Context: an optimization exercise on an open-source flow, tuned for small area. The choices shown serve that exercise and are no tape-out recipe.
Only simulation tests tie the RTL to the original design; equivalence was not proved.

==> inputs of run a <==
==> flow/design.v <==
package pulse_gen_pkg;
    localparam int DEFAULT_CNT_W = 16;
    localparam logic [1:0] MODE_ONESHOT = 2'b00;
    localparam logic [1:0] MODE_BURST   = 2'b01;
    localparam logic [1:0] MODE_CONT    = 2'b10;
    localparam logic [1:0] MODE_GATED   = 2'b11;
    function automatic logic [DEFAULT_CNT_W-1:0] inc(input logic [DEFAULT_CNT_W-1:0] v);
        logic c;
        c = 1'b1;
        for (int i = 0; i < DEFAULT_CNT_W; i++) begin
            inc[i] = v[i] ^ c;
            c      = c & v[i];
        end
    endfunction
endpackage
module pulse_gen_channel #(
    parameter int CNT_W = pulse_gen_pkg::DEFAULT_CNT_W
) (
    input  logic             clk,
    input  logic             rst,
    input  logic             start,
    input  logic             stop,
    input  logic             gated,
    input  logic             per_le1,
    input  logic [CNT_W-1:0] nload_cnt,
    input  logic [CNT_W-1:0] nload_pl,
    input  logic [CNT_W-1:0] nwcl,
    input  logic [CNT_W-1:0] nlm1,
    output logic             pulse,
    output logic             busy,
    output logic             done
);
    logic             b, h, q, sl, lch, gact;
    logic [CNT_W-1:0] ncnt, nhq, nlq, npl;
    logic             idle, hi, cnt_hi0, pl_hi0, phase_end, fin, fire, gfire, rise, kill;
    logic             b_n, h_n, q_n;
    assign lch       = ~b & h & q;
    assign gact      = ~b & ~h & q;
    assign idle      = ~b & ~(h & q);
    assign hi        = b & h;
    assign cnt_hi0   = &ncnt[CNT_W-1:1];
    assign pl_hi0    = &npl[CNT_W-1:2];
    assign phase_end = cnt_hi0 & (ncnt[0] ^ hi);
    assign fin       = pl_hi0 & npl[1] & ~npl[0];
    assign rise      = start & sl;
    assign fire      = gact ? (pl_hi0 & npl[0]) : per_le1;
    assign gfire     = idle & gated & start & fire;
    assign kill      = rst | stop;
    logic             s_load, s_inc, s_lq, s_hq, pl_en, pl_step;
    logic [CNT_W-1:0] cnt_inc, pl_inc;
    assign s_load  = idle;
    assign s_inc   = ~idle & ~phase_end;
    assign s_lq    = ~idle & phase_end & hi;
    assign s_hq    = ~idle & phase_end & ~hi;
    assign pl_en   = idle | (hi & phase_end & ~(pl_hi0 & npl[1] & npl[0]));
    assign pl_step = ~idle | (gated & gact);
    assign cnt_inc = pulse_gen_pkg::inc(ncnt);
    assign pl_inc  = pulse_gen_pkg::inc(npl);
    always_comb begin
        if (b) begin
            b_n = ~(h & phase_end & fin);
            h_n = h ? (~phase_end | fin) : phase_end;
            q_n = 1'b0;
        end else if (lch) begin
            b_n = 1'b1;
            h_n = phase_end;
            q_n = 1'b0;
        end else begin
            b_n = gfire;
            h_n = gfire | (~gated & rise);
            q_n = ~gated ? rise : (start & ~fire);
        end
    end
    always_ff @(posedge clk) begin
        if (kill) begin
            b <= 1'b0;
            h <= 1'b0;
            q <= 1'b0;
        end else begin
            b <= b_n;
            h <= h_n;
            q <= q_n;
        end
        sl <= ~start & ~rst;
        ncnt <= ({CNT_W{s_load}} & nload_cnt) | ({CNT_W{s_inc}} & cnt_inc)
              | ({CNT_W{s_lq}} & nlq) | ({CNT_W{s_hq}} & nhq);
        if (idle) begin
            nhq <= nwcl;
            nlq <= nlm1;
        end
        if (pl_en) npl <= pl_step ? pl_inc : nload_pl;
    end
    assign pulse = hi;
    assign busy  = b;
    assign done  = ~b & h & ~q;
endmodule
module programmable_pulse_generator #(
    parameter int NUM_CH = 4,
    parameter int CNT_W  = pulse_gen_pkg::DEFAULT_CNT_W
) (
    input  logic              clk,
    input  logic              rst,
    input  logic [NUM_CH-1:0] start,
    input  logic [NUM_CH-1:0] stop,
    input  logic [1:0]        mode,
    input  logic [CNT_W-1:0]  delay_cfg,
    input  logic [CNT_W-1:0]  width_cfg,
    input  logic [CNT_W-1:0]  period_cfg,
    input  logic [CNT_W-1:0]  count_cfg,
    output logic [NUM_CH-1:0] pulse,
    output logic [NUM_CH-1:0] busy,
    output logic [NUM_CH-1:0] done
);
    logic             gated, per_le1;
    logic [CNT_W-1:0] wcl, lm1, load_cnt, load_pl;
    logic [CNT_W:0]   lc;
    assign gated   = (mode == pulse_gen_pkg::MODE_GATED);
    assign per_le1 = (period_cfg[CNT_W-1:1] == '0);
    assign wcl = {width_cfg[CNT_W-1:1], width_cfg[0] | (width_cfg == '0)};
    logic [CNT_W-1:0] pg, pp, gg, gp;
    assign pg = period_cfg & ~wcl;
    assign pp = period_cfg ^ ~wcl;
    always_comb begin
        gg = pg;
        gp = pp;
        for (int d = 1; d < CNT_W; d = d * 2)
            for (int i = 2 * d - 1; i < CNT_W; i = i + 2 * d) begin
                gg[i] = gg[i] | (gp[i] & gg[i-d]);
                gp[i] = gp[i] & gp[i-d];
            end
        for (int d = CNT_W / 4; d >= 1; d = d / 2)
            for (int i = 3 * d - 1; i < CNT_W; i = i + 2 * d) begin
                gg[i] = gg[i] | (gp[i] & gg[i-d]);
                gp[i] = gp[i] & gp[i-d];
            end
    end
    assign lc = {gg[CNT_W-1], pp ^ {gg[CNT_W-2:0], 1'b0}};
    assign lm1 = lc[CNT_W] ? lc[CNT_W-1:0] : '0;
    assign load_cnt = gated ? wcl : delay_cfg;
    assign load_pl  = gated ? {period_cfg[CNT_W-1:1], period_cfg[0] | (period_cfg == '0)}
                    : (mode == pulse_gen_pkg::MODE_BURST) ? {count_cfg[CNT_W-1:1], count_cfg[0] | (count_cfg == '0)}
                    : {{(CNT_W-1){1'b0}}, mode == pulse_gen_pkg::MODE_ONESHOT};
    for (genvar i = 0; i < NUM_CH; i++) begin : g_ch
        pulse_gen_channel #(
            .CNT_W(CNT_W)
        ) u_ch (
            .clk      (clk),
            .rst      (rst),
            .start    (start[i]),
            .stop     (stop[i]),
            .gated    (gated),
            .per_le1  (per_le1),
            .nload_cnt(~load_cnt),
            .nload_pl (~load_pl),
            .nwcl     (~wcl),
            .nlm1     (~lm1),
            .pulse    (pulse[i]),
            .busy     (busy[i]),
            .done     (done[i])
        );
    end
endmodule
==> flow/flow/run.sh <==
#!/bin/bash
# Standard layout (standard.sh) with these changes:
#  - synthesis maps logic with an area-oriented ABC script (flow/abc_area.script)
#    and leaves adders to ABC (no adder cell extraction); registers and their
#    names are untouched, only combinational logic is mapped differently;
#  - every input and output port gets the smallest buffer (buf_1);
#  - CTS (same settings as config.mk) inserts no dummy loads.
set -euo pipefail
rm -rf scripts_custom
cp -r "$FLOW_HOME/scripts" scripts_custom
cp flow/abc_area.script scripts_custom/abc_speed.script
export SCRIPTS_DIR="$PWD/scripts_custom"
export ADDER_MAP_FILE=
export BUFFER_PORTS_ARGS="-buffer_cell sky130_fd_sc_hd__buf_1"
export CTS_ARGS="-sink_clustering_enable -repair_clock_nets -sink_clustering_size 25 -sink_clustering_max_diameter 80 -buf_list sky130_fd_sc_hd__clkbuf_16 -dont_use_dummy_load"
bash standard.sh > standard_flow.log 2>&1
==> flow/flow/abc_area.script <==
&get -n
&st
&dch
&nf -R 1000
&st
&dch
&nf -R 1000
&put
topo
stime -c
==> flow/standard.sh <==
#!/bin/bash
# synth_recipe.tcl (not shown) runs the flow's synth.tcl, then flattens the netlist and writes it again
# the make line also repeats each setting of config.mk as NAME=value (left out here)
make -C /OpenROAD-flow-scripts/flow DESIGN_CONFIG=/design/flow/config.mk WORK_HOME=/design/flow/orfs CLKGATE_MAP_FILE= SYNTH_SCRIPT=/design/flow/synth_recipe.tcl "${@:-finish}"
==> flow/config.mk <==
export PLATFORM = sky130hd
export DESIGN_NAME = programmable_pulse_generator
export DESIGN_NICKNAME = programmable_pulse_generator
export VERILOG_FILES = /design/flow/design.v
export SDC_FILE = /design/flow/constraint.sdc
export NUM_CORES = 4
export LEC_CHECK = 0
export CAP_MARGIN = 20
export CORE_MARGIN = 2
export CORE_UTILIZATION = 40
export CTS_BUF_LIST = sky130_fd_sc_hd__clkbuf_16
export CTS_CLUSTER_DIAMETER = 80
export CTS_CLUSTER_SIZE = 25
export PLACE_DENSITY = 0.8
export SLEW_MARGIN = 20
==> flow/constraint.sdc <==
create_clock -name core_clock -period 5.5 [get_ports {clk}]
set_input_delay 1.1000 -clock core_clock [delete_from_list [all_inputs] [get_ports {clk}]]
set_output_delay 1.1000 -clock core_clock [all_outputs]
set_load 0.01 [all_outputs]
==> inputs of run b, as changes to run a <==
--- a/flow/design.v
+++ b/flow/design.v
@@ -31,15 +31,12 @@
     output logic             done
 );
-    logic             b, h, q, sl, lch, gact;
+    logic             b, h, lch, gact, sl;
     logic [CNT_W-1:0] ncnt, nhq, nlq, npl;
-    logic             idle, hi, cnt_hi0, pl_hi0, phase_end, fin, fire, gfire, rise, kill;
-    logic             b_n, h_n, q_n;
-    assign lch       = ~b & h & q;
-    assign gact      = ~b & ~h & q;
-    assign idle      = ~b & ~(h & q);
-    assign hi        = b & h;
+    logic             idle, cnt_hi0, pl_hi0, phase_end, fin, fire, gfire, rise, kill;
+    logic             b_n, h_n, lch_n, gact_n;
+    assign idle      = ~b & ~lch;
     assign cnt_hi0   = &ncnt[CNT_W-1:1];
     assign pl_hi0    = &npl[CNT_W-1:2];
-    assign phase_end = cnt_hi0 & (ncnt[0] ^ hi);
+    assign phase_end = cnt_hi0 & (ncnt[0] ^ h);
     assign fin       = pl_hi0 & npl[1] & ~npl[0];
     assign rise      = start & sl;
@@ -51,7 +48,7 @@
     assign s_load  = idle;
     assign s_inc   = ~idle & ~phase_end;
-    assign s_lq    = ~idle & phase_end & hi;
-    assign s_hq    = ~idle & phase_end & ~hi;
-    assign pl_en   = idle | (hi & phase_end & ~(pl_hi0 & npl[1] & npl[0]));
+    assign s_lq    = ~idle & phase_end & h;
+    assign s_hq    = ~idle & phase_end & ~h;
+    assign pl_en   = idle | (b & h & phase_end & ~(pl_hi0 & npl[1] & npl[0]));
     assign pl_step = ~idle | (gated & gact);
     assign cnt_inc = pulse_gen_pkg::inc(ncnt);
@@ -61,24 +58,25 @@
             b_n = ~(h & phase_end & fin);
             h_n = h ? (~phase_end | fin) : phase_end;
-            q_n = 1'b0;
         end else if (lch) begin
             b_n = 1'b1;
             h_n = phase_end;
-            q_n = 1'b0;
         end else begin
             b_n = gfire;
-            h_n = gfire | (~gated & rise);
-            q_n = ~gated ? rise : (start & ~fire);
+            h_n = gfire;
         end
     end
+    assign lch_n  = idle & ~gated & rise;
+    assign gact_n = idle & gated & start & ~fire;
     always_ff @(posedge clk) begin
         if (kill) begin
-            b <= 1'b0;
-            h <= 1'b0;
-            q <= 1'b0;
+            b    <= 1'b0;
+            h    <= 1'b0;
+            lch  <= 1'b0;
+            gact <= 1'b0;
         end else begin
-            b <= b_n;
-            h <= h_n;
-            q <= q_n;
+            b    <= b_n;
+            h    <= h_n;
+            lch  <= lch_n;
+            gact <= gact_n;
         end
         sl <= ~start & ~rst;
@@ -91,7 +89,7 @@
         if (pl_en) npl <= pl_step ? pl_inc : nload_pl;
     end
-    assign pulse = hi;
+    assign pulse = b & h;
     assign busy  = b;
-    assign done  = ~b & h & ~q;
+    assign done  = ~b & h;
 endmodule
 module programmable_pulse_generator #(
==> flow/flow/run.sh (replaced) <==
#!/bin/bash
# Standard layout (standard.sh) with two changes:
#  - synthesis maps logic with an area-oriented ABC script (flow/abc_area.script);
#    registers and their names are untouched, ABC only maps combinational logic;
#  - every input and output port gets the smallest buffer (buf_1).
set -euo pipefail
rm -rf scripts_custom
cp -r "$FLOW_HOME/scripts" scripts_custom
cp flow/abc_area.script scripts_custom/abc_speed.script
export SCRIPTS_DIR="$PWD/scripts_custom"
export BUFFER_PORTS_ARGS="-buffer_cell sky130_fd_sc_hd__buf_1"
bash standard.sh > standard_flow.log 2>&1
Settings changed: CORE_UTILIZATION 40 to 65, PLACE_DENSITY 0.8 to default.
==> out/qor.yml <==
status: "no timing/DRC/antenna violations"
areaGrowthSynthToFinish_pct: 10.1
final_cells: 1720
cp_data_arrival_time_ns: 4.71
dpl-instance-area_um2: 13600
rr_startpoint: "g_ch[3].u_ch.ncnt[3]"
pre_cts_slack_ns: 0.558
min-delay-start: "g_ch[1].u_ch.nhq[9]"
use_met2: 0.341
dr_wl_met2_um: 16300
timing.final.ws_setup_ns: 0.987
ys_types: 49
netlist_top_cells_count: "edfxtp_1 (192), nand2_1 (147), o21ai_0 (112)"
synth_fp_nets: 1283
num_rows: 65
(the above is from run a)
==> out/qor.yml <==
dpl-instance-area_um2: 13700
synth_fp_nets: 1267
netlist_top_cells_count: "edfxtp_1 (192), ha_1 (127), a22oi_1 (116)"
rr_startpoint: "g_ch[1].u_ch.npl[0]"
areaGrowthSynthToFinish_pct: 10.0
timing.final.ws_setup_ns: 0.910
status: "no timing/DRC/antenna violations"
min-delay-start: "g_ch[3].u_ch.sl"
ys_types: 33
final_cells: 1446
pre_cts_slack_ns: 0.423
cp_data_arrival_time_ns: 4.80
dr_wl_met2_um: 15300
(the above is from run b)

==> static timing again, ports no longer ideal <==
The flow's constraints put no driver on any port. The routed layouts listed below were extracted and timed again, unchanged, in two steps.
Step 1 sets driving cells, clkbuf_16 on the clock port and buf_2 on the other inputs (assumed; they add their load-dependent delay and slew).
Step 2 times the ports against the registers' clock, not the clock port: input delays grow and output delays shrink by t, the midpoint of the rising clock arrivals with the driver on.
Three values: ideal ports, drivers, drivers and shift; two values: the first two.
| run | t, ns | slack for setup (ns) | hold slack, ns | clock arrival spread, ns |
|---|---|---|---|---|
| run a | 0.526 | 0.987 / 1.016 / 0.490 | 0.464 / 0.464 / 0.464 | 0.019 / 0.020 |
| run b | 0.538 | 0.910 / 0.936 / 0.397 | 0.424 / 0.424 / 0.424 | 0.025 / 0.025 |
After both steps setup and hold are still met in every run listed. The setup slack of run b, which loses most, moves by +0.026 ns with the drivers and by -0.513 ns with both steps.
